Context: an optimization exercise on an open-source flow, tuned for small area. The choices shown serve that exercise and are no tape-out recipe. At most, simulation tests tie the RTL to the original design; equivalence was not proved. Only the layout flow was run in runs 2 to 5; the RTL was not checked for function there. Power and IR drop assume default switching activity.

### design.v
`timescale 1ns/10ps
`default_nettype none
module adc_scaler (
    input  logic        clk,
    input  logic        rst_n,
    input  logic [11:0] adc,
    input  logic        adc_dv,
    output logic [12:0] scaled
);
    localparam logic [11:0] CONV_GAIN = 12'h9B2;     
    logic [11:0] adc_q;                              
    logic [23:0] prod;
    logic [11:0] mid_q;                              
    logic [11:0] data_q;                             
    logic [2:0]  dv_sr;                              
    always_ff @(posedge clk) begin
        if (!rst_n) begin
            dv_sr <= '0;
        end else begin
            dv_sr <= {dv_sr[1:0], adc_dv};
        end
    end
    assign prod = 24'(adc_q) * 24'(CONV_GAIN);
    always_ff @(posedge clk) begin
        adc_q  <= adc;
        mid_q  <= prod[23:12];                       
        data_q <= mid_q;
    end
    assign scaled = {dv_sr[2], data_q};
endmodule
`default_nettype wire
`timescale 1ns/10ps
`default_nettype none
module boxcar_filter #(
    parameter int AVG_LOG2 = 4
) (
    input  logic        clk,
    input  logic        rst_n,
    input  logic [12:0] scaled,
    output logic [12:0] filtered
);
    localparam int DEPTH = 2 ** AVG_LOG2;
    localparam int ACC_W = 12 + AVG_LOG2;            
    logic [11:0]       taps [DEPTH];                 
    logic [ACC_W-1:0]  acc;                          
    logic [AVG_LOG2:0] fill;                         
    logic [11:0]       oldest;
    logic              filt_valid;
    assign oldest = fill[AVG_LOG2] ? taps[DEPTH-1] : 12'd0;
    always_ff @(posedge clk) begin
        if (scaled[12]) begin
            taps[0] <= scaled[11:0];
            for (int i = 1; i < DEPTH; i++) begin
                taps[i] <= taps[i-1];
            end
        end
    end
    always_ff @(posedge clk) begin
        if (!rst_n) begin
            acc        <= '0;
            fill       <= '0;
            filt_valid <= 1'b0;
        end else begin
            filt_valid <= scaled[12];
            if (scaled[12]) begin
                acc <= acc + {{AVG_LOG2{1'b0}}, scaled[11:0]} - {{AVG_LOG2{1'b0}}, oldest};
                if (!fill[AVG_LOG2]) begin
                    fill <= fill + 1'b1;
                end
            end
        end
    end
    assign filtered = {filt_valid, acc[ACC_W-1:AVG_LOG2]};    
endmodule
`default_nettype wire
`timescale 1ns/10ps
`default_nettype none
module run_sequencer #(
    parameter int TICKS_PER_SEC = 1000
) (
    input  logic        clk,
    input  logic        rst_n,
    input  logic        run_en,
    input  logic [31:0] run_cfg,
    input  logic        run_start,
    input  logic        run_stop,
    input  logic        filt_valid,
    output logic        seq_stb0,
    output logic        seq_stb1,
    output logic [1:0]  seq_kind,
    output logic        seq_pv,
    output logic [2:0]  seq_status
);
    localparam logic [9:0] TICK_LAST = 10'h2B2;      
    localparam logic [1:0] KIND_ZERO = 2'd0;
    localparam logic [1:0] KIND_TWO  = 2'd1;
    localparam logic [1:0] KIND_ONE  = 2'd2;
    localparam logic [1:0] KIND_FILT = 2'd3;
    localparam logic [2:0] SEQ_INIT  = 3'd0;
    localparam logic [2:0] SEQ_WAIT  = 3'd1;
    localparam logic [2:0] SEQ_PRE   = 3'd2;
    localparam logic [2:0] SEQ_PULSE = 3'd3;
    localparam logic [2:0] SEQ_POST  = 3'd4;
    localparam logic [2:0] ST_OFF   = 3'd0;
    localparam logic [2:0] ST_WAIT  = 3'd1;
    localparam logic [2:0] ST_PRE   = 3'd2;
    localparam logic [2:0] ST_PULSE = 3'd3;
    localparam logic [2:0] ST_POST  = 3'd4;
    logic [2:0] state;
    logic [9:0] tick;                                
    logic [7:0] secs;                                
    logic [7:0] pre_s, pulse_s, post_s;
    logic [7:0] loops_q;                             
    logic       active;
    logic       tick0;
    logic       tick_wrap;
    logic [7:0] lim;
    logic       phase_end;
    assign active    = (state == SEQ_PRE) || (state == SEQ_PULSE) || (state == SEQ_POST);
    assign tick0     = (tick == 10'd0);
    assign tick_wrap = (tick == TICK_LAST);
    assign lim       = (state == SEQ_PRE) ? pre_s : (state == SEQ_PULSE) ? pulse_s : post_s;
    assign phase_end = tick0 && (secs == lim);
    always_ff @(posedge clk) begin
        if (!active || phase_end) begin
            tick <= '0;
            secs <= '0;
        end else if (tick_wrap) begin
            tick <= '0;
            secs <= secs + 1'b1;
        end else begin
            tick <= {tick[8:0], ~(tick[9] ^ tick[6])};
        end
    end
    always_ff @(posedge clk) begin
        if (run_en && state == SEQ_WAIT && run_start) begin
            loops_q <= run_cfg[31:24];
            pre_s   <= run_cfg[23:16];
            pulse_s <= run_cfg[15:8];
            post_s  <= run_cfg[7:0];
        end else if (run_en && state == SEQ_POST && phase_end && loops_q > 8'd1) begin
            loops_q <= loops_q - 8'd1;
        end
    end
    always_ff @(posedge clk) begin
        if (state == SEQ_PULSE && !phase_end) begin
            seq_kind <= KIND_FILT;
        end else if (state == SEQ_PRE && phase_end) begin
            seq_kind <= KIND_ONE;
        end else if (state == SEQ_PRE && secs == 8'd0) begin
            seq_kind <= KIND_TWO;
        end else begin
            seq_kind <= KIND_ZERO;
        end
    end
    always_ff @(posedge clk) begin
        if (!rst_n) begin
            state      <= SEQ_INIT;
            seq_stb0   <= 1'b0;
            seq_stb1   <= 1'b0;
            seq_pv     <= 1'b0;
            seq_status <= ST_OFF;
        end else begin
            seq_stb0   <= 1'b0;
            seq_stb1   <= 1'b0;
            seq_pv     <= 1'b0;
            seq_status <= ST_OFF;
            if (!run_en) begin
                state <= SEQ_INIT;
            end else begin
                case (state)
                    SEQ_INIT: begin
                        seq_stb0   <= 1'b1;              
                        seq_stb1   <= 1'b1;
                        seq_status <= ST_WAIT;
                        state      <= SEQ_WAIT;
                    end
                    SEQ_WAIT: begin
                        seq_status <= ST_WAIT;
                        if (run_start) begin
                            state <= SEQ_PRE;
                        end
                    end
                    SEQ_PRE: begin
                        seq_status <= ST_PRE;
                        if (tick0 && (secs == 8'd0 || secs == 8'd1 || phase_end)) begin
                            seq_stb1 <= 1'b1;
                        end
                        if (phase_end) begin
                            state <= SEQ_PULSE;
                        end
                    end
                    SEQ_PULSE: begin
                        seq_status <= ST_PULSE;
                        seq_pv     <= 1'b1;
                        if (phase_end) begin
                            seq_stb0 <= 1'b1;            
                            seq_stb1 <= 1'b1;
                            state    <= SEQ_POST;
                        end else begin
                            seq_stb0 <= filt_valid;      
                        end
                    end
                    SEQ_POST: begin
                        seq_status <= ST_POST;
                        if (phase_end) begin
                            state <= (loops_q > 8'd1) ? SEQ_PRE : SEQ_WAIT;
                        end
                    end
                    default: state <= SEQ_INIT;
                endcase
                if (run_stop && active) begin
                    seq_stb0 <= 1'b0;
                    seq_stb1 <= 1'b0;
                    seq_pv   <= 1'b0;
                    state    <= SEQ_INIT;
                end
            end
        end
    end
endmodule
`default_nettype wire
`timescale 1ns/10ps
`default_nettype none
module mode_controller (
    input  logic        clk,
    input  logic        rst_n,
    input  logic [1:0]  mode,
    input  logic        mode_update,
    input  logic [12:0] filtered,
    input  logic [12:0] dac0_test,
    input  logic [12:0] dac1_test,
    input  logic        pv_test,
    input  logic        seq_stb0,
    input  logic        seq_stb1,
    input  logic [1:0]  seq_kind,
    input  logic        seq_pv,
    input  logic [2:0]  seq_status,
    output logic        run_en,
    output logic [12:0] dac0,
    output logic [12:0] dac1,
    output logic        pv,
    output logic [2:0]  status
);
    localparam logic [1:0] MODE_LOOPBACK = 2'd1;
    localparam logic [1:0] MODE_DAC_TEST = 2'd2;
    localparam logic [1:0] MODE_RUN      = 2'd3;
    localparam logic [1:0] CTRL_IDLE     = 2'd0;
    localparam logic [1:0] CTRL_LOOPBACK = 2'd1;
    localparam logic [1:0] CTRL_DAC_TEST = 2'd2;
    localparam logic [1:0] CTRL_RUN      = 2'd3;
    localparam logic [11:0] TWO_VOLT = 12'h9B2;
    localparam logic [11:0] ONE_VOLT = 12'h505;
    localparam logic [2:0] ST_OFF = 3'd0;
    logic [1:0]  state;
    logic [11:0] dac0_q;
    logic [11:0] dac1_q;
    logic        stb0_q;
    logic        stb1_q;
    logic [11:0] seq_level;
    assign run_en = (state == CTRL_RUN);             
    always_comb begin
        case (seq_kind)
            2'd0:    seq_level = 12'd0;
            2'd1:    seq_level = TWO_VOLT;
            2'd2:    seq_level = ONE_VOLT;
            default: seq_level = dac1_q;             
        endcase
    end
    always_ff @(posedge clk) begin
        dac1_q <= (state == CTRL_DAC_TEST) ? dac1_test[11:0] : filtered[11:0];
        case (state)
            CTRL_DAC_TEST: dac0_q <= dac0_test[11:0];
            CTRL_RUN:      dac0_q <= seq_level;
            default:       dac0_q <= filtered[11:0];
        endcase
    end
    always_ff @(posedge clk) begin
        if (!rst_n) begin
            state  <= CTRL_IDLE;
            stb0_q <= 1'b0;
            stb1_q <= 1'b0;
            pv     <= 1'b0;
            status <= ST_OFF;
        end else begin
            stb0_q <= 1'b0;
            stb1_q <= 1'b0;
            pv     <= 1'b0;
            status <= ST_OFF;                        
            if (mode_update) begin
                state <= CTRL_IDLE;
            end else begin
                case (state)
                    CTRL_IDLE: begin
                        case (mode)
                            MODE_LOOPBACK: state <= CTRL_LOOPBACK;
                            MODE_DAC_TEST: state <= CTRL_DAC_TEST;
                            MODE_RUN:      state <= CTRL_RUN;
                            default:       state <= CTRL_IDLE;
                        endcase
                    end
                    CTRL_LOOPBACK: begin
                        stb0_q <= filtered[12];      
                        stb1_q <= filtered[12];
                        pv     <= pv_test;
                    end
                    CTRL_DAC_TEST: begin
                        stb0_q <= dac0_test[12];
                        stb1_q <= dac1_test[12];
                        pv     <= pv_test;
                    end
                    CTRL_RUN: begin
                        stb0_q <= seq_stb0;
                        stb1_q <= seq_stb1;
                        pv     <= seq_pv;
                        status <= seq_status;
                    end
                    default: state <= CTRL_IDLE;
                endcase
            end
        end
    end
    assign dac0 = {stb0_q, dac0_q};
    assign dac1 = {stb1_q, (state == CTRL_RUN) ? dac0_q : dac1_q};
endmodule
`default_nettype wire
`timescale 1ns/10ps
`default_nettype none
module ups_top #(
    parameter int TICKS_PER_SEC = 1000,
    parameter int AVG_LOG2      = 4
) (
    input  logic        clk,
    input  logic        rst_n,
    input  logic [11:0] adc,
    input  logic        adc_dv,
    input  logic [1:0]  mode,
    input  logic        mode_update,
    input  logic [12:0] dac0_test,
    input  logic [12:0] dac1_test,
    input  logic        pv_test,
    input  logic [31:0] run_cfg,
    input  logic        run_start,
    input  logic        run_stop,
    output logic [12:0] dac0,
    output logic [12:0] dac1,
    output logic        pv,
    output logic [2:0]  status
);
    logic [12:0] scaled;
    logic [12:0] filtered;
    logic        seq_stb0;
    logic        seq_stb1;
    logic [1:0]  seq_kind;
    logic        seq_pv;
    logic [2:0]  seq_status;
    logic        run_en;
    adc_scaler u_adc_scaler (
        .clk    (clk),
        .rst_n  (rst_n),
        .adc    (adc),
        .adc_dv (adc_dv),
        .scaled (scaled)
    );
    boxcar_filter #(
        .AVG_LOG2 (AVG_LOG2)
    ) u_boxcar_filter (
        .clk      (clk),
        .rst_n    (rst_n),
        .scaled   (scaled),
        .filtered (filtered)
    );
    run_sequencer #(
        .TICKS_PER_SEC (TICKS_PER_SEC)
    ) u_run_sequencer (
        .clk        (clk),
        .rst_n      (rst_n),
        .run_en     (run_en),
        .run_cfg    (run_cfg),
        .run_start  (run_start),
        .run_stop   (run_stop),
        .filt_valid (filtered[12]),
        .seq_stb0   (seq_stb0),
        .seq_stb1   (seq_stb1),
        .seq_kind   (seq_kind),
        .seq_pv     (seq_pv),
        .seq_status (seq_status)
    );
    mode_controller u_mode_controller (
        .clk         (clk),
        .rst_n       (rst_n),
        .mode        (mode),
        .mode_update (mode_update),
        .filtered    (filtered),
        .dac0_test   (dac0_test),
        .dac1_test   (dac1_test),
        .pv_test     (pv_test),
        .seq_stb0    (seq_stb0),
        .seq_stb1    (seq_stb1),
        .seq_kind    (seq_kind),
        .seq_pv      (seq_pv),
        .seq_status  (seq_status),
        .run_en      (run_en),
        .dac0        (dac0),
        .dac1        (dac1),
        .pv          (pv),
        .status      (status)
    );
endmodule
`default_nettype wire
### config.mk
export PLATFORM = sky130hd
export DESIGN_NAME = ups_top
export DESIGN_NICKNAME = ups_top
export VERILOG_FILES = /design/flow/design.v
export SDC_FILE = /design/flow/constraint.sdc
export NUM_CORES = 4
export LEC_CHECK = 0
export CAP_MARGIN = 20
export CORE_MARGIN = 2
export CORE_UTILIZATION = 40
export SLEW_MARGIN = 20
### run.sh
#!/bin/bash
# synth_recipe.tcl (not shown) runs the flow's synth.tcl, then flattens the netlist and writes it again
# the make line also repeats each setting of config.mk as NAME=value (left out here)
make -C /OpenROAD-flow-scripts/flow DESIGN_CONFIG=/design/flow/config.mk WORK_HOME=/design/flow/orfs CLKGATE_MAP_FILE= SYNTH_SCRIPT=/design/flow/synth_recipe.tcl finish
### constraint.sdc
create_clock -name core_clock -period 8.0 [get_ports {clk}]
set_input_delay 1.6000 -clock core_clock [delete_from_list [all_inputs] [get_ports {clk}]]
set_output_delay 1.6000 -clock core_clock [all_outputs]
set_load 0.01 [all_outputs]
==> results.sh, run 1 <==
export IMPL_mappedNetlistNets=1288
export IMPL_min_period_over_period_pct=61.0
export IMPL_maxCapViolCount=0
export IMPL_tritoncts_num_sinks=346
export IMPL_post_drt_wl_per_cell_um=15.4
export IMPL_vias=8040
export IMPL_insertedDiodeCount=0
export IMPL_max_vdd_ir_drop_v=0.000152
export IMPL_holdWs_ps=326
export IMPL_drive_gt1_share_pct=7.55
export IMPL_setup_viol=0
export IMPL_crit_fanout=4
export IMPL_synthesis_area_um2=14800
export IMPL_clk_pin_slew_ps=60
export IMPL_final_min_clock_period_ps=4880
export IMPL_rsz0062_at_grt="no"
export IMPL_worstSetupStartpointType="flop"
export IMPL_final_max_slew_viol_count=0
export IMPL_ant_nets=0
export IMPL_fin_worst_skew_ps=18.1
export IMPL_syn_area_per_cell_um2=13.8
export IMPL_cpMaxStageDelayCell="fa_1"
export IMPL_worstMarginPinSlew_ps=944
export IMPL_ys_ff_latch=346
export IMPL_outcome="finished clean"
export IMPL_drt_total_wl_um=26000
export IMPL_antenna_found_initial=0
export IMPL_port_buffer_count=108
export IMPL_power_mw=5.06
export IMPL_die_h_um=196
export IMPL_crit_chain="ha_1 > inv_1 > fa_1 > inv_1 > fa_1 > fa_1 > inv_1 > fa_1 > inv_1 > ha_1 > or2_1 > o221ai_2 > a31oi_1 > a41o_1 > o41a_1 > a21oi_2 > xnor2_1"
export IMPL_min_path_type="flop to flop"
export IMPL_crit_reg2reg_launch="u_adc_scaler.adc_q[9]"
export IMPL_yosysUniqueCellTypes=71
export IMPL_crit_arrival_ps=5340
export IMPL_dieArea_um2=38400
export IMPL_via_per_inst=4.77
export IMPL_drc=0
export IMPL_timing_critical_path_from="u_adc_scaler.adc_q[9]"
export IMPL_dpl_hpwl_um=17900
export IMPL_core_rowCount=70
export IMPL_grt_max_degree=159
export IMPL_required_ps=8450
export IMPL_post_cts_resized=0
export IMPL_cts_buffers=37
export IMPL_n_fill_cell=3238
export IMPL_async_flop_share_pct=0
export IMPL_io_pins=109
export IMPL_hp_start="u_adc_scaler.mid_q[3]"
export IMPL_grt_pass1_vias=8103
export IMPL_cts_max_path_buffers=3
export IMPL_path_delay_family="adder cells"
export IMPL_p_leak_nw=6.69
export IMPL_chipWidth_um=196
export IMPL_cts_root_buffer="clkbuf_16"
export IMPL_core_area_um2=36400
export IMPL_clock_fmax_ghz=0.205
export IMPL_drt_initial_drc_count=431
export IMPL_hold_viol_final=0
export IMPL_h_tree_depth=2
export IMPL_crit_type="flop to flop"
export IMPL_cts_tree="built"
export IMPL_crit_buf_inv=4
export IMPL_tns_ps=0
export IMPL_postCtsSetupBuffers=0
export IMPL_cpPeakStageDelay_ps=550
export IMPL_gp_congestion=0.866
export IMPL_postSynthCellCount=1067
export IMPL_syn_to_final_growth_pct=18.8
export IMPL_endpoint_kind="flop"
export IMPL_ys_flop_type="edfxtp_1"
export IMPL_cts_hold_buf=0
export IMPL_max_slew_margin_rel_pct=37.0
export IMPL_clock_latency_ps=530
export IMPL_firstDrtPassIters=4
export IMPL_grt_usage_pct=13.7
export IMPL_grt_ovfl_total=0
export IMPL_r2r_setup_slack_ps=3120
export IMPL_fin_nets=1411
export IMPL_grt_pass1_wl_um=42100
export IMPL_synth_enable_flop_cells=224
export IMPL_power_density_nw_per_um2=288
export IMPL_ys_warn_count=5
export IMPL_ys_seq_area_share_pct=62.1
export IMPL_start_util_pct=40.5
[worst register-to-register path: stages (launching register included)]
cell and delay [ps]:
dfxtp_1 360, ha_1 320, inv_1 60, fa_1 530, inv_1 50, fa_1 460
fa_1 550, inv_1 50, fa_1 530, inv_1 50, ha_1 230, or2_1 260
o221ai_2 200, a31oi_1 190, a41o_1 320, o41a_1 370, a21oi_2 160, xnor2_1 110
[cell usage after synthesis, types with 3 or more instances]
cell | count | area share (%)
nand3b_1 | 7 | 0.36
mux2_2 | 14 | 1.1
nor2b_1 | 18 | 0.76
nand2b_1 | 8 | 0.34
or3_1 | 3 | 0.13
buf_6 | 4 | 0.31
a21oi_1 | 22 | 0.75
a32oi_1 | 3 | 0.18
buf_2 | 3 | 0.10
nor3_1 | 18 | 0.61
nand4b_1 | 4 | 0.24
a21o_1 | 7 | 0.36
o211ai_1 | 3 | 0.15
inv_1 | 111 | 2.8
nand3_1 | 13 | 0.44
ha_1 | 98 | 8.3
o2111ai_1 | 3 | 0.18
nand2_1 | 53 | 1.3
or4_1 | 3 | 0.15
edfxtp_1 | 224 | 46
and2_1 | 30 | 1.3
a221o_1 | 8 | 0.54
dfxtp_1 | 122 | 17
clkbuf_1 | 19 | 0.48
o21a_1 | 4 | 0.20
nor2_1 | 57 | 1.5
a41oi_1 | 3 | 0.18
fa_1 | 44 | 6.0
xor2_1 | 17 | 1.0
xnor2_1 | 30 | 1.8
and3_1 | 3 | 0.13
o21ai_0 | 23 | 0.78
mux2i_1 | 19 | 1.3
nand4_1 | 9 | 0.38
nor3b_1 | 3 | 0.15
a21boi_0 | 10 | 0.51
[area by class of cell]
class                      instances  area, um^2  area share (%)
sequential                       346        9170            52.3
multi-input combinational        581        5020            28.6
timing repair buffer             113        1130            6.45
clock buffer                      48        1040            5.96
tap                              468         586            3.34
inverter                         111         417            2.38
clock inverter                    20         163           0.928
[layout by cell type (no fill, tap or decap), types with 22 or more instances in the layout]
cell type and instances:
edfxtp_1 224, dfxtp_1 121, inv_1 111, clkdlybuf4s50_1 108, ha_1 98, nor2_1 57, nand2_1 53, fa_1 44
clkbuf_16 40, and2_1 30, xnor2_1 30, o21ai_0 23, a21oi_1 22
[worst paths after layout]
kind,endpoint,depth (start not counted)
worst max-delay path,u_adc_scaler.mid_q[11],17
worst min-delay path,u_adc_scaler.data_q[3],0
worst max register to register,u_adc_scaler.mid_q[11],17
worst min register to register,u_adc_scaler.data_q[3],0
[layer usage]
metal	global-route usage [%]	up-vias	wire length [um]
met3	2.63	51	1100
met1	19.6	3837	12700
li1	-	4003	-
met4	4.49	0	648
met2	21.1	149	11600
met5	0	-	0
[report_power, final]
part           switching [mW]  leakage, nW  internal [mW]
Combinational           0.699         3.03          0.612
Clock                   0.686        0.585          0.992
Sequential             0.0655         3.07           2.00
Total                    1.45         6.69           3.61
[through the flow]
step / cell area [um^2] / instances / setup slack (ps) / util, %
floorplan: 14800 / 1067 / 2280 / -
global placement: 16300 / 1619 / 3220 / 44.8
detailed placement: 16300 / 1619 / 3100 / 44.8
CTS: 17500 / 1687 / 3080 / 48.1
global route: 17500 / 1687 / 2870 / 48.1
finish: 17500 / 1687 / 3120 / 48.1
[state kept, by name (all words and copies together) (netlist names), 2 cells and up]
signal / cells
u_boxcar_filter.taps: 192
u_boxcar_filter.acc: 16
u_adc_scaler.adc_q: 12
u_adc_scaler.data_q: 12
u_adc_scaler.mid_q: 12
u_mode_controller.dac0_q: 12
u_mode_controller.dac1_q: 12
u_run_sequencer.tick: 10
u_run_sequencer.loops_q: 8
u_run_sequencer.post_s: 8
u_run_sequencer.pre_s: 8
u_run_sequencer.pulse_s: 8
u_run_sequencer.secs: 8
u_boxcar_filter.fill: 5
u_adc_scaler.dv_sr: 3
u_mode_controller.status: 3
u_run_sequencer.seq_status: 3
u_run_sequencer.state: 3
u_mode_controller.state: 2
u_run_sequencer.seq_kind: 2
[logic make-up after synthesis]
family	share of synthesized area [%]
flops	62.1
simple gates	8.57
fa+ha+maj	14.3
buf+inv	3.84
compound gates	5.76
xor+xnor	2.79
mux	2.61
==> run 2, diff against run 1 <==
--- a/design.v
+++ b/design.v
@@ -7,7 +7,6 @@
     input  logic        adc_dv,
     output logic [12:0] scaled
 );
-    localparam logic [11:0] CONV_GAIN = 12'h9B2;     
     logic [11:0] adc_q;                              
     logic [23:0] prod;
     logic [11:0] mid_q;                              
@@ -20,7 +19,29 @@
             dv_sr <= {dv_sr[1:0], adc_dv};
         end
     end
-    assign prod = 24'(adc_q) * 24'(CONV_GAIN);
+    function automatic logic [23:0] rca(input logic [23:0] x, input logic [23:0] y);
+        logic c;
+        c = 1'b0;
+        for (int i = 0; i < 24; i++) begin
+            rca[i] = x[i] ^ y[i] ^ c;
+            c      = (x[i] & y[i]) | (x[i] & c) | (y[i] & c);
+        end
+    endfunction
+    logic [23:0] m17;                                
+    logic [23:0] csa_s;
+    logic [23:0] csa_c;
+    logic [23:0] m1241;                              
+    assign m17 = rca({8'd0, adc_q, 4'd0}, 24'(adc_q));
+    always_comb begin
+        logic [23:0] x, y, z;
+        x = m17;
+        y = m17 << 3;
+        z = m17 << 6;
+        csa_s = x ^ y ^ z;
+        csa_c = ((x & y) | (x & z) | (y & z)) << 1;
+    end
+    assign m1241 = rca(csa_s, csa_c);
+    assign prod  = m1241 << 1;
     always_ff @(posedge clk) begin
         adc_q  <= adc;
         mid_q  <= prod[23:12];                       
@@ -46,6 +67,25 @@
     logic [AVG_LOG2:0] fill;                         
     logic [11:0]       oldest;
     logic              filt_valid;
+    function automatic logic [ACC_W-1:0] rca(input logic [ACC_W-1:0] x, input logic [ACC_W-1:0] y,
+                                             input logic ci);
+        logic c;
+        c = ci;
+        for (int i = 0; i < ACC_W; i++) begin
+            rca[i] = x[i] ^ y[i] ^ c;
+            c      = (x[i] & y[i]) | (x[i] & c) | (y[i] & c);
+        end
+    endfunction
+    logic [ACC_W-1:0] sum_next;
+    always_comb begin
+        logic [ACC_W-1:0] x, y, z, s, c;
+        x = acc;
+        y = {{AVG_LOG2{1'b0}}, scaled[11:0]};
+        z = ~{{AVG_LOG2{1'b0}}, oldest};
+        s = x ^ y ^ z;
+        c = ((x & y) | (x & z) | (y & z)) << 1;
+        sum_next = rca(s, c, 1'b1);
+    end
     assign oldest = fill[AVG_LOG2] ? taps[DEPTH-1] : 12'd0;
     always_ff @(posedge clk) begin
         if (scaled[12]) begin
@@ -63,9 +103,9 @@
         end else begin
             filt_valid <= scaled[12];
             if (scaled[12]) begin
-                acc <= acc + {{AVG_LOG2{1'b0}}, scaled[11:0]} - {{AVG_LOG2{1'b0}}, oldest};
+                acc <= sum_next;
                 if (!fill[AVG_LOG2]) begin
-                    fill <= fill + 1'b1;
+                    fill <= rca(ACC_W'(fill), '0, 1'b1);
                 end
             end
         end
@@ -116,6 +156,14 @@
     logic       tick_wrap;
     logic [7:0] lim;
     logic       phase_end;
+    function automatic logic [7:0] rca8(input logic [7:0] x, input logic [7:0] y, input logic ci);
+        logic c;
+        c = ci;
+        for (int i = 0; i < 8; i++) begin
+            rca8[i] = x[i] ^ y[i] ^ c;
+            c       = (x[i] & y[i]) | (x[i] & c) | (y[i] & c);
+        end
+    endfunction
     assign active    = (state == SEQ_PRE) || (state == SEQ_PULSE) || (state == SEQ_POST);
     assign tick0     = (tick == 10'd0);
     assign tick_wrap = (tick == TICK_LAST);
@@ -127,7 +175,7 @@
             secs <= '0;
         end else if (tick_wrap) begin
             tick <= '0;
-            secs <= secs + 1'b1;
+            secs <= rca8(secs, 8'd0, 1'b1);
         end else begin
             tick <= {tick[8:0], ~(tick[9] ^ tick[6])};
         end
@@ -138,8 +186,8 @@
             pre_s   <= run_cfg[23:16];
             pulse_s <= run_cfg[15:8];
             post_s  <= run_cfg[7:0];
-        end else if (run_en && state == SEQ_POST && phase_end && loops_q > 8'd1) begin
-            loops_q <= loops_q - 8'd1;
+        end else if (run_en && state == SEQ_POST && phase_end && (|loops_q[7:1])) begin
+            loops_q <= rca8(loops_q, 8'hFF, 1'b0);
         end
     end
     always_ff @(posedge clk) begin
@@ -204,7 +252,7 @@
                     SEQ_POST: begin
                         seq_status <= ST_POST;
                         if (phase_end) begin
-                            state <= (loops_q > 8'd1) ? SEQ_PRE : SEQ_WAIT;
+                            state <= ((|loops_q[7:1])) ? SEQ_PRE : SEQ_WAIT;
                         end
                     end
                     default: state <= SEQ_INIT;
--- a/config.mk
+++ b/config.mk
@@ -8,4 +8,5 @@
 export CAP_MARGIN = 20
 export CORE_MARGIN = 2
 export CORE_UTILIZATION = 40
+export CTS_BUF_LIST = sky130_fd_sc_hd__clkbuf_4 sky130_fd_sc_hd__clkbuf_8
 export SLEW_MARGIN = 20
==> run 2 against run 1 <==
Net effect:
- clock skew is 5.6 ps lower
- worst setup slack worse by 2800 ps
- die area is 9.2% lower
- utilization is 1.3 points higher
- maximum frequency is 36% lower
- critical endpoint is now u_adc_scaler.mid_q[10]
- largest cell class unchanged
- global-route usage is 0.18 points lower
- worst hold slack worse by 0.77 ps
- non-clock buffer count is 1 higher
- cell count is 10% lower
==> results.sh, run 2 <==
export IMPL_p_leak_nw=5.98
export IMPL_clock_latency_ps=580
export IMPL_synthesis_area_um2=13400
export IMPL_port_buffer_count=108
export IMPL_grt_max_degree=144
export IMPL_syn_to_final_growth_pct=20.8
export IMPL_firstDrtPassIters=5
export IMPL_drive_gt1_share_pct=11.3
export IMPL_reg_largest_list="u_boxcar_filter.taps (192), u_boxcar_filter.acc (16)"
export IMPL_drt_initial_drc_count=299
export IMPL_max_slew_margin_rel_pct=32.7
export IMPL_chipWidth_um=187
export IMPL_cts_root_buffer="clkbuf_8"
export IMPL_final_common_cell="edfxtp_1"
export IMPL_post_cts_resized=0
export IMPL_drc=0
export IMPL_clk_pin_slew_ps=60
export IMPL_finalNonFillerCells=1518
export IMPL_ys_seq_area_share_pct=68.6
export IMPL_postPlaceCellArea_um2=14900
export IMPL_power_mw=4.26
export IMPL_crit_type="flop to flop"
export IMPL_fin_area_um2=16200
export IMPL_utilization_pct=49.4
export IMPL_postSynthCellCount=880
export IMPL_setup_viol=0
export IMPL_start_util_pct=40.9
export IMPL_worstSetupStartpointType="flop"
export IMPL_final_max_slew_viol_count=0
export IMPL_largest_register="u_boxcar_filter.taps"
export IMPL_p_switching_mw=1.06
export IMPL_layout_common_cells="edfxtp_1, dfxtp_1, inv_1, clkdlybuf4s50_1, clkbuf_8"
export IMPL_power_density_nw_per_um2=264
export IMPL_dp_slack_ps=343
export IMPL_yosysUniqueCellTypes=59
export IMPL_clock_fmax_ghz=0.131
export IMPL_n_fill_cell=2867
export IMPL_min_to="u_adc_scaler.data_q[5]"
export IMPL_rr_worst_depth=26
export IMPL_min_path_type="flop to flop"
export IMPL_tritoncts_num_sinks=346
export IMPL_core_rowCount=66
export IMPL_cts_tree="built"
export IMPL_crit_fanout=3
export IMPL_hp_start="u_adc_scaler.mid_q[5]"
export IMPL_pwr_share_clk_pct=37.3
export IMPL_tns_ps=0
export IMPL_worstReg2RegEnd="u_adc_scaler.mid_q[10]"
export IMPL_holdWs_ps=325
export IMPL_postCtsSetupBuffers=0
export IMPL_grt_pass1_vias=7123
export IMPL_worstMarginPinSlew_ps=1010
export IMPL_ant_nets=0
export IMPL_final_min_clock_period_ps=7660
export IMPL_antenna_found_initial=1
export IMPL_ys_flop_type="edfxtp_1"
export IMPL_dpl_hpwl_um=15500
export IMPL_mappedNetlistNets=1049
export IMPL_synthTopCellsByCount="edfxtp_1, dfxtp_1, inv_1, fa_1, nand2_1"
export IMPL_grt_pass1_wl_um=37800
export IMPL_grt_usage_pct=13.5
export IMPL_hold_viol_final=0
export IMPL_async_flop_share_pct=0
export IMPL_fin_worst_skew_ps=12.5
export IMPL_outcome="finished clean"
export IMPL_gp_congestion=0.773
export IMPL_worst_slack_ps=340
export IMPL_grt_ovfl_total=0
export IMPL_crit_arrival_ps=8130
export IMPL_seq_power_share_pct=48.1
export IMPL_synth_area_leaders="edfxtp_1, dfxtp_1, fa_1"
export IMPL_syn_area_per_cell_um2=15.2
export IMPL_cts_buffers=56
export IMPL_power_internal_mw=3.20
export IMPL_dieArea_um2=34900
export IMPL_drt_total_wl_um=23400
export IMPL_hold_depth=0
export IMPL_maxCapViolCount=0
export IMPL_yosys_area_top_type="edfxtp_1"
export IMPL_cts_max_path_buffers=3
export IMPL_cpMaxStageDelayCell="fa_1"
export IMPL_die_h_um=187
export IMPL_power_switching_share_pct=24.9
export IMPL_post_drt_wl_per_cell_um=15.4
export IMPL_min_period_over_period_pct=95.7
export IMPL_r2r_setup_slack_ps=340
export IMPL_vias=6871
export IMPL_required_ps=8470
export IMPL_via_per_inst=4.53
export IMPL_core_area_um2=32700
export IMPL_timing_critical_path_from="u_adc_scaler.adc_q[0]"
export IMPL_crit_reg2reg_launch="u_adc_scaler.adc_q[0]"
export IMPL_max_vdd_ir_drop_v=0.000131
export IMPL_ys_warn_count=5
export IMPL_ys_ff_latch=346
export IMPL_largest_reg_flops=192
export IMPL_h_tree_depth=2
export IMPL_post_place_cells=1411
export IMPL_io_pins=109
export IMPL_pwr_share_comb_pct=14.5
export IMPL_fin_nets=1196
export IMPL_cts_hold_buf=0
export IMPL_synth_top_cell_area_share_pct=50.3
export IMPL_endpoint_kind="flop"
export IMPL_cpPeakStageDelay_ps=540
export IMPL_yosysMostFrequentCell="edfxtp_1"
export IMPL_synth_enable_flop_cells=224
export IMPL_crit_top_cell="fa_1"
export IMPL_rsz0062_at_grt="no"
[run 2: cell count changes after synthesis, sizes merged, moves of 11 or more]
cell   previous run  this run
nor3             20         8
nand2            53        36
fa               44        55
xnor2            30         8
ha               98        35
mux2i            20        34
nor2             58        31
[run 2: how the worst max path moves through the flow]
stage,end,cells past startpoint
2_1_floorplan,u_adc_scaler.mid_q[10],26
3_3_place_gp,u_adc_scaler.mid_q[10],26
3_5_place_dp,u_adc_scaler.mid_q[10],26
4_1_cts,u_adc_scaler.mid_q[10],26
5_1_grt,u_adc_scaler.mid_q[10],26
6_report,u_adc_scaler.mid_q[10],26
[run 2: layout make-up]
| cell class | instances | area (um^2) | area share (%) |
|---|---|---|---|
| clock inverters | 30 | 246 | 1.53 |
| multi-input cells | 394 | 3650 | 22.6 |
| well taps | 442 | 553 | 3.42 |
| diodes | 1 | 2.50 | 0.0155 |
| inverters | 115 | 432 | 2.67 |
| flip-flops and latches | 346 | 9170 | 56.8 |
| clock buffers | 76 | 952 | 5.90 |
| repair buffers | 114 | 1140 | 7.05 |
[run 2: metal layers]
| layer | part of all wire [%] | track usage (%) |
|---|---|---|
| met5 | 0 | 0 |
| met4 | 2.2 | 4.64 |
| met2 | 44 | 20.8 |
| met1 | 49 | 19.0 |
| met3 | 4.9 | 2.89 |
[run 2: logic make-up after synthesis]
family          after synthesis  share of synthesized area, %
simple gates                153                          6.06
fa+ha+maj                    93                          11.7
compound gates               82                          4.60
mux                          49                          3.81
buf+inv                     140                          4.09
flops                       346                          68.6
xor+xnor                     17                          1.11
[run 2: worst max-delay path: cells and delay by family, from the launching register on]
| family | cells | cell delay, ps |
|---|---|---|
| fa+ha+maj | 20 | 6890 |
| buf+inv | 6 | 340 |
| flops | 1 | 330 |
[run 2: power by group through the flow]
stage | combinational, mW | sequential [mW] | clock [mW]
6_report | 0.620 | 2.05 | 1.59
5_1_grt | 0.735 | 2.06 | 1.73
4_1_cts | 0.641 | 2.05 | 1.65
3_5_place_dp | 0.642 | 2.09 | 0
3_3_place_gp | 0.623 | 2.09 | 0
2_1_floorplan | 0.416 | 2.07 | 0
==> run 3, diff against run 2 <==
--- a/config.mk
+++ b/config.mk
@@ -8,5 +8,4 @@
 export CAP_MARGIN = 20
 export CORE_MARGIN = 2
 export CORE_UTILIZATION = 40
-export CTS_BUF_LIST = sky130_fd_sc_hd__clkbuf_4 sky130_fd_sc_hd__clkbuf_8
 export SLEW_MARGIN = 20
==> run 3 against run 2 <==
Net effect:
- clock power about the same
- worst hold slack about the same
- via count down 1.7%
- count of clock-buffer cells in the layout down 27
- still clean on timing, DRC and antenna
- sequential cell count unchanged
- first-iteration DRC count up 27%
- global-route usage down 0.17 points
- combinational power about the same
- largest cell class unchanged
- register-to-register slack about the same
- critical path depth unchanged
- sequential power about the same
==> results.sh, run 3 <==
export IMPL_synth_top_cell_area_share_pct=50.3
export IMPL_wl_met1_um=11200
export IMPL_tritoncts_num_sinks=346
export IMPL_core_area_um2=32700
export IMPL_r2r_setup_slack_ps=350
export IMPL_die_h_um=187
export IMPL_io_pins=109
export IMPL_ys_seq_area_share_pct=68.6
export IMPL_via_per_inst=4.57
export IMPL_final_min_clock_period_ps=7650
export IMPL_tns_ps=0
export IMPL_grt_pass1_vias=6955
export IMPL_drt_initial_drc_count=380
export IMPL_clock_latency_ps=510
export IMPL_fin_nets=1177
export IMPL_antenna_found_initial=1
export IMPL_max_slew_margin_rel_pct=32.0
export IMPL_crit_arrival_ps=8060
export IMPL_drt_total_wl_um=23100
export IMPL_h_tree_depth=2
export IMPL_worstSetupStartpointType="flop"
export IMPL_hold_viol_final=0
export IMPL_grt_ovfl_total=0
export IMPL_synth_enable_flop_cells=224
export IMPL_postCtsSetupBuffers=0
export IMPL_regArea_um2=9170
export IMPL_clk_pin_slew_ps=60
export IMPL_pwr_share_comb_pct=14.5
export IMPL_maxCapViolCount=0
export IMPL_drc=0
export IMPL_min_path_type="flop to flop"
export IMPL_grt_max_degree=144
export IMPL_multi_input_area_um2=3650
export IMPL_async_flop_share_pct=0
export IMPL_cts_tree="built"
export IMPL_postPlaceCellArea_um2=14900
export IMPL_fin_area_um2=16100
export IMPL_worstMarginPinSlew_ps=1020
export IMPL_largest_reg_flops=192
export IMPL_power_internal_mw=3.22
export IMPL_yosysUniqueCellTypes=59
export IMPL_ant_nets=0
export IMPL_wl_met2_um=10100
export IMPL_core_rowCount=66
export IMPL_power_density_nw_per_um2=266
export IMPL_dr_wl_met3_um=1120
export IMPL_min_period_over_period_pct=95.6
export IMPL_grt_usage_pct=13.3
export IMPL_synthesis_area_um2=13400
export IMPL_max_vdd_ir_drop_v=0.000182
export IMPL_syn_to_final_growth_pct=20.4
export IMPL_largest_register="u_boxcar_filter.taps"
export IMPL_setup_viol=0
export IMPL_reg_largest_list="u_boxcar_filter.taps (192), u_boxcar_filter.acc (16)"
export IMPL_dieArea_um2=34900
export IMPL_p_switching_mw=1.05
export IMPL_required_ps=8410
export IMPL_crit_type="flop to flop"
export IMPL_mappedNetlistNets=1049
export IMPL_pwr_share_clk_pct=37.5
export IMPL_cts_hold_buf=0
export IMPL_final_common_cell="edfxtp_1"
export IMPL_yosys_area_top_type="edfxtp_1"
export IMPL_synthSimpleGateAreaFrac_pct=6.06
export IMPL_synthTopCellsByCount="edfxtp_1, dfxtp_1, inv_1, fa_1, nand2_1"
export IMPL_n_fill_cell=2835
export IMPL_synth_compound_area_share_pct=4.60
export IMPL_crit_fanout=3
export IMPL_layout_common_cells="edfxtp_1, dfxtp_1, inv_1, clkdlybuf4s50_1, fa_1"
export IMPL_cts_root_buffer="clkbuf_16"
export IMPL_power_switching_share_pct=24.7
export IMPL_final_max_slew_viol_count=0
export IMPL_fin_worst_skew_ps=11.5
export IMPL_ys_ff_latch=346
export IMPL_ys_flop_type="edfxtp_1"
export IMPL_synth_area_leaders="edfxtp_1, dfxtp_1, fa_1"
export IMPL_cts_max_path_buffers=3
export IMPL_top_layer="met4"
export IMPL_ys_warn_count=5
export IMPL_yosysMostFrequentCell="edfxtp_1"
export IMPL_gp_congestion=0.773
export IMPL_start_util_pct=40.9
export IMPL_dpl_hpwl_um=15500
export IMPL_rsz0062_at_grt="no"
export IMPL_postSynthCellCount=880
export IMPL_clock_fmax_ghz=0.131
export IMPL_synth_top_family_by_area="adder cells"
export IMPL_chipWidth_um=187
export IMPL_cts_buffers=37
export IMPL_syn_area_per_cell_um2=15.2
export IMPL_outcome="finished clean"
export IMPL_synth_xor_area_share_pct=1.11
export IMPL_endpoint_kind="flop"
export IMPL_p_leak_nw=5.91
export IMPL_port_buffer_count=108
export IMPL_drive_gt1_share_pct=8.49
export IMPL_firstDrtPassIters=5
export IMPL_muxShareOfSynthArea_pct=3.81
export IMPL_synth_fa_ha_area_share_pct=11.7
export IMPL_vias=6755
export IMPL_post_cts_resized=0
export IMPL_post_drt_wl_per_cell_um=15.6
export IMPL_seq_power_share_pct=48.0
export IMPL_grt_pass1_wl_um=37200
[run 3: cell counts after synthesis]
No cell type changed its count.
[run 3: worst paths after layout]
check	start	end	cells after the start
worst min-delay path	u_adc_scaler.mid_q[5]	u_adc_scaler.data_q[5]	0
worst max-delay path	u_adc_scaler.adc_q[0]	u_adc_scaler.mid_q[10]	26
worst min register to register	u_adc_scaler.mid_q[5]	u_adc_scaler.data_q[5]	0
worst max register to register	u_adc_scaler.adc_q[0]	u_adc_scaler.mid_q[10]	26
[run 3: power groups by stage]
stage / logic, mW / registers, mW / clock network [mW]
finish: 0.619 / 2.05 / 1.61
global placement: 0.623 / 2.09 / 0
CTS: 0.640 / 2.05 / 1.66
global route: 0.734 / 2.06 / 1.73
floorplan: 0.416 / 2.07 / 0
detailed placement: 0.642 / 2.09 / 0
[run 3: kinds of logic (layout without fill, tap and decap cells)]
family                     after synthesis  count (layout)
AOI/OAI and AO/OA                       82              82
buffers and inverters                  140             296
other                                    0               1
adders and majority gates               93              93
xor gates and xnor gates                17              17
and+or+nand+nor                        153             153
DFF                                    346             346
muxes                                   49              49
[run 3: critical path, cell delays in order, from the launching register on]
cell and delay (ps):
dfxtp_1 330, ha_1 190, inv_1 60, fa_1 190, fa_1 170, inv_1 50
fa_1 370, fa_1 400, fa_1 390, fa_1 360, inv_1 70, fa_1 490
fa_1 540, fa_1 460, fa_1 410, fa_1 410, fa_1 370, inv_1 70
fa_1 170, fa_1 180, fa_1 160, inv_1 50, fa_1 370, fa_1 390
fa_1 380, fa_1 490, inv_1 30
[run 3: area by class of cell]
cell class / instances / share of cell area [%]
repair buffers: 114 / 7.07
multi-input cells: 394 / 22.7
well taps: 442 / 3.44
clock buffers: 49 / 6.28
inverters: 115 / 2.68
clock inverters: 18 / 0.847
diodes: 1 / 0.0155
flip-flops and latches: 346 / 57.0
[run 3: routing by layer]
metal / track usage, % / vias to the layer above
met5: 0 / -
met4: 4.58 / 0
met3: 2.66 / 48
met2: 20.4 / 143
met1: 19.0 / 3272
li1: - / 3292
[run 3: per-stage QoR]
step	hold WS, ps	total power, mW	utilization [%]	setup WS [ps]	instances
final	324	4.28	49.2	352	1479
after global routing	330	4.53	49.2	55.6	1479
after CTS	326	4.35	49.2	339	1478
after detailed placement	312	2.73	45.7	343	1411
after global placement	312	2.71	45.7	457	1411
after floorplan	310	2.49	-	653	880
==> run 4, diff against run 3 <==
--- a/design.v
+++ b/design.v
@@ -43,7 +43,7 @@
     assign m1241 = rca(csa_s, csa_c);
     assign prod  = m1241 << 1;
     always_ff @(posedge clk) begin
-        adc_q  <= adc;
+        adc_q  <= adc_dv ? adc : 12'd0;             
         mid_q  <= prod[23:12];                       
         data_q <= mid_q;
     end
@@ -86,7 +86,7 @@
         c = ((x & y) | (x & z) | (y & z)) << 1;
         sum_next = rca(s, c, 1'b1);
     end
-    assign oldest = fill[AVG_LOG2] ? taps[DEPTH-1] : 12'd0;
+    assign oldest = (fill[AVG_LOG2] && scaled[12]) ? taps[DEPTH-1] : 12'd0;
     always_ff @(posedge clk) begin
         if (scaled[12]) begin
             taps[0] <= scaled[11:0];
@@ -102,8 +102,8 @@
             filt_valid <= 1'b0;
         end else begin
             filt_valid <= scaled[12];
+            acc        <= sum_next;
             if (scaled[12]) begin
-                acc <= sum_next;
                 if (!fill[AVG_LOG2]) begin
                     fill <= rca(ACC_W'(fill), '0, 1'b1);
                 end
@@ -138,9 +138,9 @@
     localparam logic [1:0] KIND_FILT = 2'd3;
     localparam logic [2:0] SEQ_INIT  = 3'd0;
     localparam logic [2:0] SEQ_WAIT  = 3'd1;
-    localparam logic [2:0] SEQ_PRE   = 3'd2;
-    localparam logic [2:0] SEQ_PULSE = 3'd3;
-    localparam logic [2:0] SEQ_POST  = 3'd4;
+    localparam logic [2:0] SEQ_PRE   = 3'd4;         
+    localparam logic [2:0] SEQ_PULSE = 3'd5;
+    localparam logic [2:0] SEQ_POST  = 3'd6;
     localparam logic [2:0] ST_OFF   = 3'd0;
     localparam logic [2:0] ST_WAIT  = 3'd1;
     localparam logic [2:0] ST_PRE   = 3'd2;
@@ -164,7 +164,7 @@
             c       = (x[i] & y[i]) | (x[i] & c) | (y[i] & c);
         end
     endfunction
-    assign active    = (state == SEQ_PRE) || (state == SEQ_PULSE) || (state == SEQ_POST);
+    assign active    = state[2];
     assign tick0     = (tick == 10'd0);
     assign tick_wrap = (tick == TICK_LAST);
     assign lim       = (state == SEQ_PRE) ? pre_s : (state == SEQ_PULSE) ? pulse_s : post_s;
@@ -181,12 +181,12 @@
         end
     end
     always_ff @(posedge clk) begin
-        if (run_en && state == SEQ_WAIT && run_start) begin
+        if (state == SEQ_WAIT) begin                 
             loops_q <= run_cfg[31:24];
             pre_s   <= run_cfg[23:16];
             pulse_s <= run_cfg[15:8];
             post_s  <= run_cfg[7:0];
-        end else if (run_en && state == SEQ_POST && phase_end && (|loops_q[7:1])) begin
+        end else if (state == SEQ_POST && phase_end && (|loops_q[7:1])) begin
             loops_q <= rca8(loops_q, 8'hFF, 1'b0);
         end
     end
==> flow/run.sh (new file) <==
#!/bin/bash
# The standard layout, with each port buffered by the smallest buffer cell
set -euo pipefail
bash standard.sh "BUFFER_PORTS_ARGS=-buffer_cell sky130_fd_sc_hd__buf_1" finish > standard.log 2>&1
==> standard.sh (new file) <==
#!/bin/bash
# synth_recipe.tcl (not shown) runs the flow's synth.tcl, then flattens the netlist and writes it again
# the make line also repeats each setting of config.mk as NAME=value (left out here)
make -C /OpenROAD-flow-scripts/flow DESIGN_CONFIG=/design/flow/config.mk WORK_HOME=/design/flow/orfs CLKGATE_MAP_FILE= SYNTH_SCRIPT=/design/flow/synth_recipe.tcl "${@:-finish}"
removed: run.sh
==> run 4 against run 3 <==
Net effect:
- sequential share of layout area rose by 3.0 points
- power rose by 2.7%
- die area fell by 1.0%
- critical path type unchanged
- sequential power rose by 3%
- worst hold slack improved by 1.9 ps
- utilization fell by 2.2 points
- synthesized area fell by 1.0%
- via count fell by 2.6%
- clock skew fell by 5.9 ps
- critical path depth rose by 2
==> results.sh, run 4 <==
export IMPL_outcome="finished clean"
export IMPL_synth_top_cell_area_share_pct=50.8
export IMPL_chipWidth_um=186
export IMPL_synthSimpleGateAreaFrac_pct=6.78
export IMPL_rsz0062_at_grt="no"
export IMPL_synthesis_area_um2=13200
export IMPL_worstSetupStartpointType="flop"
export IMPL_cpMaxStageDelayCell="fa_1"
export IMPL_largest_register="u_boxcar_filter.taps"
export IMPL_synth_fa_ha_area_share_pct=11.8
export IMPL_insertedDiodeCount=0
export IMPL_antenna_found_initial=0
export IMPL_setup_viol=0
export IMPL_cpPeakStageDelay_ps=570
export IMPL_path_delay_family="adder cells"
export IMPL_syn_area_per_cell_um2=15.1
export IMPL_synth_compound_area_share_pct=3.63
export IMPL_crit_fanout=2
export IMPL_clock_latency_ps=500
export IMPL_power_density_nw_per_um2=287
export IMPL_synth_top_family_by_area="adder cells"
export IMPL_timing_critical_path_from="u_adc_scaler.adc_q[4]"
export IMPL_postCtsSetupBuffers=0
export IMPL_ys_flop_type="edfxtp_1"
export IMPL_drive_gt1_share_pct=8.18
export IMPL_grt_usage_pct=12.2
export IMPL_worstReg2RegEnd="u_adc_scaler.mid_q[10]"
export IMPL_hold_viol_final=0
export IMPL_min_period_over_period_pct=95.1
export IMPL_muxShareOfSynthArea_pct=3.03
export IMPL_grt_pass1_wl_um=33200
export IMPL_synth_area_leaders="edfxtp_1, dfxtp_1, fa_1"
export IMPL_crit_reg2reg_launch="u_adc_scaler.adc_q[4]"
export IMPL_drt_initial_drc_count=410
export IMPL_gp_congestion=0.769
export IMPL_worstMarginPinSlew_ps=906
export IMPL_syn_to_final_growth_pct=15.6
export IMPL_drc=0
export IMPL_crit_top_cell="fa_1"
export IMPL_clock_fmax_ghz=0.132
export IMPL_cts_root_buffer="clkbuf_16"
export IMPL_ys_warn_count=5
export IMPL_final_min_clock_period_ps=7600
export IMPL_reg_largest_list="u_boxcar_filter.taps (192), u_boxcar_filter.acc (16)"
export IMPL_fin_worst_skew_ps=5.66
export IMPL_core_area_um2=32500
export IMPL_hold_depth=0
export IMPL_min_path_type="flop to flop"
export IMPL_fin_nets=1170
export IMPL_post_cts_resized=0
export IMPL_core_rowCount=66
export IMPL_ys_seq_area_share_pct=69.3
export IMPL_crit_arrival_ps=8000
export IMPL_cp_depth=28
export IMPL_mappedNetlistNets=1043
export IMPL_ant_nets=0
export IMPL_maxCapViolCount=0
export IMPL_clk_pin_slew_ps=60
export IMPL_dieArea_um2=34500
export IMPL_grt_ovfl_total=0
export IMPL_via_per_inst=4.48
export IMPL_start_util_pct=40.7
export IMPL_firstDrtPassIters=4
export IMPL_regArea_um2=9180
export IMPL_yosys_area_top_type="edfxtp_1"
export IMPL_layout_common_cells="edfxtp_1, inv_1, dfxtp_1, buf_1, fa_1"
export IMPL_port_buffer_count=108
export IMPL_post_drt_wl_per_cell_um=14.1
export IMPL_endpoint="u_adc_scaler.mid_q[10]"
export IMPL_cts_buffers=35
export IMPL_n_fill_cell=2855
export IMPL_required_ps=8400
export IMPL_synth_xor_area_share_pct=1.26
export IMPL_largest_reg_flops=192
export IMPL_rr_worst_depth=28
export IMPL_ys_ff_latch=346
export IMPL_postSynthCellCount=874
export IMPL_async_flop_share_pct=0
export IMPL_dpl_hpwl_um=14100
export IMPL_cts_hold_buf=0
export IMPL_io_pins=109
export IMPL_synth_enable_flop_cells=224
export IMPL_vias=6579
export IMPL_final_max_slew_viol_count=0
export IMPL_cts_max_path_buffers=3
export IMPL_max_vdd_ir_drop_v=0.000178
export IMPL_yosysMostFrequentCell="edfxtp_1"
export IMPL_utilization_pct=47.0
export IMPL_yosysUniqueCellTypes=53
export IMPL_p_leak_nw=5.76
export IMPL_multi_input_area_um2=3520
export IMPL_grt_pass1_vias=6593
export IMPL_h_tree_depth=2
export IMPL_max_slew_margin_rel_pct=39.1
export IMPL_crit_buf_inv=6
export IMPL_endpoint_kind="flop"
export IMPL_tns_ps=0
export IMPL_drt_total_wl_um=20800
export IMPL_die_h_um=186
export IMPL_tritoncts_num_sinks=346
export IMPL_synthTopCellsByCount="edfxtp_1, dfxtp_1, inv_1, fa_1, nand2_1"
export IMPL_grt_max_degree=77
export IMPL_r2r_setup_slack_ps=400
export IMPL_cts_tree="built"
export IMPL_crit_type="flop to flop"
export IMPL_final_common_cell="edfxtp_1"
run 4: power breakdown:
group,internal (mW),switching (mW),total [mW]
Combinational,0.307,0.381,0.688
Clock,0.966,0.630,1.60
Sequential,2.04,0.0662,2.11
Total,3.31,1.08,4.39
run 4: metrics by stage:
stage / instances / cell area [um^2] / worst slack, ps / power (mW) / hold WS (ps)
3_5_place_dp: 1406 / 14100 / 222 / 2.83 / 312
6_report: 1469 / 15300 / 396 / 4.39 / 326
4_1_cts: 1469 / 15300 / 212 / 4.45 / 326
3_3_place_gp: 1406 / 14100 / 451 / 2.81 / 310
2_1_floorplan: 874 / 13200 / 279 / 2.61 / 310
5_1_grt: 1469 / 15300 / 40.9 / 4.66 / 330
run 4: kinds of logic (layout without fill, tap and decap cells):
logic type / after synthesis / in the layout
fa+ha+maj: 92 / 92
compound gates: 68 / 68
simple gates: 167 / 167
flops: 346 / 346
xor+xnor: 19 / 19
buf+inv: 144 / 297
mux: 38 / 38
run 4: cell type report:
cell class	instances	share of cell area, %
tap	442	3.62
clock inverter	12	0.933
inverter	119	2.92
timing repair buffer	115	2.99
multi-input combinational	384	23.0
clock buffer	51	6.53
sequential	346	60.0
run 4: routing by layer:
layer | part of all wire (%) | vias to the layer above | global-route usage [%]
met5 | 0 | - | 0
met4 | 1.9 | 0 | 3.59
met3 | 4.2 | 35 | 2.45
met2 | 44 | 132 | 18.1
met1 | 50 | 3172 | 18.0
li1 | - | 3240 | -
run 4: how the worst min path moves through the flow:
| stage | slack [ps] | endpoint | start |
|---|---|---|---|
| 2_1_floorplan | 310 | u_adc_scaler.data_q[0] | u_adc_scaler.mid_q[0] |
| 3_3_place_gp | 310 | u_adc_scaler.data_q[5] | u_adc_scaler.mid_q[5] |
| 3_5_place_dp | 310 | u_adc_scaler.data_q[6] | u_adc_scaler.mid_q[6] |
| 4_1_cts | 330 | u_adc_scaler.data_q[6] | u_adc_scaler.mid_q[6] |
| 5_1_grt | 330 | u_adc_scaler.data_q[2] | u_adc_scaler.mid_q[2] |
| 6_report | 330 | u_adc_scaler.data_q[6] | u_adc_scaler.mid_q[6] |
==> run 5, diff against run 4 <==
==> run.sh (new file) <==
#!/bin/bash
# synth_recipe.tcl (not shown) runs the flow's synth.tcl, then flattens the netlist and writes it again
# the make line also repeats each setting of config.mk as NAME=value (left out here)
make -C /OpenROAD-flow-scripts/flow DESIGN_CONFIG=/design/flow/config.mk WORK_HOME=/design/flow/orfs CLKGATE_MAP_FILE= SYNTH_SCRIPT=/design/flow/synth_recipe.tcl finish
--- a/config.mk
+++ b/config.mk
@@ -8,4 +8,6 @@
 export CAP_MARGIN = 20
 export CORE_MARGIN = 2
 export CORE_UTILIZATION = 40
+export CTS_CLUSTER_DIAMETER = 100
+export CTS_CLUSTER_SIZE = 30
 export SLEW_MARGIN = 20
removed: flow/run.sh
removed: standard.sh
==> run 5 against run 4 <==
Net effect:
- count of clock-buffer cells in the layout shrank 28
- synthesized area is the same
- clock skew grew 7.0 ps
- synthesized cell count is the same
- clock power shrank 46%
- sequential cell count is the same
- wire length shrank 1.1%
- die area is the same
- cell count shrank 2.6%
- sequential share of layout area grew 0.11 points
- combinational power grew 11%
- design area shrank 0.20%
- critical endpoint unchanged
==> results.sh, run 5 <==
export IMPL_r2r_setup_slack_ps=270
export IMPL_max_vdd_ir_drop_v=0.000127
export IMPL_mappedNetlistNets=1043
export IMPL_layout_common_cells="edfxtp_1, dfxtp_1, inv_1, clkdlybuf4s50_1, fa_1"
export IMPL_outcome="finished clean"
export IMPL_crit_reg2reg_launch="u_adc_scaler.adc_q[0]"
export IMPL_endpoint_kind="flop"
export IMPL_via_per_inst=4.54
export IMPL_synth_xor_area_share_pct=1.26
export IMPL_cts_root_buffer="clkbuf_16"
export IMPL_drt_initial_drc_count=511
export IMPL_p_switching_mw=0.949
export IMPL_min_period_over_period_pct=96.6
export IMPL_final_max_slew_viol_count=0
export IMPL_worstSetupStartpointType="flop"
export IMPL_synth_fa_ha_area_share_pct=11.8
export IMPL_async_flop_share_pct=0
export IMPL_grt_pass1_vias=6534
export IMPL_grt_ovfl_total=0
export IMPL_drt_total_wl_um=20500
export IMPL_yosysUniqueCellTypes=53
export IMPL_die_h_um=186
export IMPL_max_slew_margin_rel_pct=33.7
export IMPL_reg_largest_list="u_boxcar_filter.taps (192), u_boxcar_filter.acc (16)"
export IMPL_timing_critical_path_from="u_adc_scaler.adc_q[0]"
export IMPL_grt_pass1_wl_um=33200
export IMPL_cpMaxStageDelayCell="fa_1"
export IMPL_clock_latency_ps=500
export IMPL_h_tree_depth=1
export IMPL_hold_depth=0
export IMPL_endpoint="u_adc_scaler.mid_q[10]"
export IMPL_setup_viol=0
export IMPL_muxShareOfSynthArea_pct=3.03
export IMPL_synthSimpleGateAreaFrac_pct=6.78
export IMPL_p_leak_nw=5.70
export IMPL_ys_seq_area_share_pct=69.3
export IMPL_core_area_um2=32500
export IMPL_clock_fmax_ghz=0.129
export IMPL_fin_worst_skew_ps=12.7
export IMPL_largest_register="u_boxcar_filter.taps"
export IMPL_post_cts_resized=0
export IMPL_worstReg2RegEnd="u_adc_scaler.mid_q[10]"
export IMPL_cpPeakStageDelay_ps=570
export IMPL_synthTopCellsByCount="edfxtp_1, dfxtp_1, inv_1, fa_1, nand2_1"
export IMPL_crit_arrival_ps=8140
export IMPL_grt_usage_pct=12.0
export IMPL_ys_ff_latch=346
export IMPL_hold_viol_final=0
export IMPL_pwr_share_comb_pct=20.6
export IMPL_holdWs_ps=323
export IMPL_pwr_share_clk_pct=23.3
export IMPL_ys_warn_count=5
export IMPL_synthesis_area_um2=13200
export IMPL_ys_flop_type="edfxtp_1"
export IMPL_synth_compound_area_share_pct=3.63
export IMPL_power_mw=3.73
export IMPL_power_switching_share_pct=25.4
export IMPL_fin_nets=1150
export IMPL_path_delay_family="adder cells"
export IMPL_antenna_found_initial=0
export IMPL_rsz0062_at_grt="no"
export IMPL_cts_hold_buf=0
export IMPL_crit_fanout=3
export IMPL_final_common_cell="edfxtp_1"
export IMPL_crit_top_cell="fa_1"
export IMPL_core_rowCount=66
export IMPL_postSynthCellCount=874
export IMPL_min_path_type="flop to flop"
export IMPL_largest_reg_flops=192
export IMPL_drc=0
export IMPL_tritoncts_num_sinks=346
export IMPL_cts_max_path_buffers=3
export IMPL_power_internal_mw=2.79
export IMPL_maxCapViolCount=0
export IMPL_synth_area_leaders="edfxtp_1, dfxtp_1, fa_1"
export IMPL_io_pins=109
export IMPL_dieArea_um2=34500
export IMPL_grt_max_degree=90
export IMPL_gp_congestion=0.801
export IMPL_cts_tree="built"
export IMPL_crit_buf_inv=6
export IMPL_worstMarginPinSlew_ps=991
export IMPL_vias=6497
export IMPL_crit_type="flop to flop"
export IMPL_power_density_nw_per_um2=245
export IMPL_seq_power_share_pct=56.2
export IMPL_drive_gt1_share_pct=4.75
export IMPL_firstDrtPassIters=5
export IMPL_yosysMostFrequentCell="edfxtp_1"
export IMPL_tns_ps=0
export IMPL_chipWidth_um=186
export IMPL_syn_area_per_cell_um2=15.1
export IMPL_syn_to_final_growth_pct=15.3
export IMPL_postCtsSetupBuffers=0
export IMPL_synth_top_family_by_area="adder cells"
export IMPL_ant_nets=0
export IMPL_start_util_pct=40.7
export IMPL_synth_enable_flop_cells=224
export IMPL_clk_pin_slew_ps=110
export IMPL_yosys_area_top_type="edfxtp_1"
export IMPL_rr_worst_depth=28
export IMPL_final_min_clock_period_ps=7730
export IMPL_dpl_hpwl_um=14000
export IMPL_cp_depth=28
export IMPL_post_drt_wl_per_cell_um=14.3
export IMPL_insertedDiodeCount=0
export IMPL_cts_buffers=15
export IMPL_required_ps=8410
export IMPL_port_buffer_count=108
export IMPL_synth_top_cell_area_share_pct=50.8
run 5: cell counts after synthesis:
No cell type changed its count.
run 5: metrics by stage:
stage	util, %	setup slack, ps	cell area, um^2	cells
after floorplan	-	279	13200	874
after global routing	46.9	2.45	15300	1431
after global placement	45.5	449	14800	1405
final	46.9	270	15300	1431
after CTS	46.8	277	15200	1430
after detailed placement	45.5	281	14800	1405
run 5: how the worst min path moves through the flow:
stage,slack (ps),end,start
6_report,320,u_adc_scaler.data_q[1],u_adc_scaler.mid_q[1]
5_1_grt,340,u_adc_scaler.data_q[1],u_adc_scaler.mid_q[1]
3_3_place_gp,310,u_adc_scaler.data_q[8],u_adc_scaler.mid_q[8]
4_1_cts,330,u_adc_scaler.data_q[1],u_adc_scaler.mid_q[1]
2_1_floorplan,310,u_adc_scaler.data_q[0],u_adc_scaler.mid_q[0]
3_5_place_dp,310,u_adc_scaler.data_q[8],u_adc_scaler.mid_q[8]
run 5: power groups by stage:
stage / logic, mW / clock network [mW] / registers [mW]
5_1_grt: 0.904 / 0.975 / 2.11
4_1_cts: 0.789 / 0.915 / 2.10
3_5_place_dp: 0.785 / 0 / 2.14
6_report: 0.767 / 0.869 / 2.10
3_3_place_gp: 0.766 / 0 / 2.14
2_1_floorplan: 0.475 / 0 / 2.14
run 5: layout make-up:
cell class,count,area [um^2]
fillers,2946,17300
flip-flops and latches,346,9170
multi-input cells,384,3510
repair buffers,115,1150
well taps,442,553
inverters,119,447
clock buffers,23,405
clock inverters,2,17.5
run 5: kinds of logic (layout without fill, tap and decap cells):
| kind of cell | after synthesis | count (layout) |
|---|---|---|
| compound gates | 68 | 68 |
| xor+xnor | 19 | 19 |
| fa+ha+maj | 92 | 92 |
| buf+inv | 144 | 259 |
| flops | 346 | 346 |
| mux | 38 | 38 |
| simple gates | 167 | 167 |
run 5: metal layers:
| layer | track usage [%] | vias up | wire, um |
|---|---|---|---|
| li1 | - | 3183 | - |
| met1 | 18.1 | 3181 | 10600 |
| met2 | 18.7 | 111 | 8940 |
| met3 | 1.66 | 22 | 701 |
| met4 | 2.39 | 0 | 320 |
| met5 | 0 | - | 0 |

==> re-timing with driven ports <==
No port has a modelled driver above. Below, the same layouts with a new extraction and two added sets of constraints. Step 1 (the two cells are an assumption about what drives the block):
set clk [get_ports {clk}]
set_driving_cell -lib_cell sky130_fd_sc_hd__clkbuf_16 $clk
set_driving_cell -lib_cell sky130_fd_sc_hd__buf_2 [delete_from_list [all_inputs] $clk]
Step 2 also shifts input and output timing later by t, the mid clock arrival at the registers, as if the neighbouring blocks saw the same clock. a / b / c = ideal / step 1 / step 2; a / b = the first two.
run	t (ns)	setup slack, ns	hold WS [ns]	latest minus earliest clock arrival (ns)
run 1	0.565	3.118 / 3.118 / 3.118	0.326 / 0.326 / 0.326	0.020 / 0.020
run 2	0.615	0.340 / 0.340 / 0.340	0.325 / 0.325 / 0.325	0.014 / 0.014
run 3	0.553	0.352 / 0.352 / 0.352	0.324 / 0.324 / 0.324	0.014 / 0.014
run 4	0.540	0.396 / 0.396 / 0.396	0.326 / 0.326 / 0.326	0.008 / 0.007
run 5	0.536	0.270 / 0.270 / 0.270	0.323 / 0.323 / 0.323	0.019 / 0.019
After both steps every run listed still meets setup and hold.
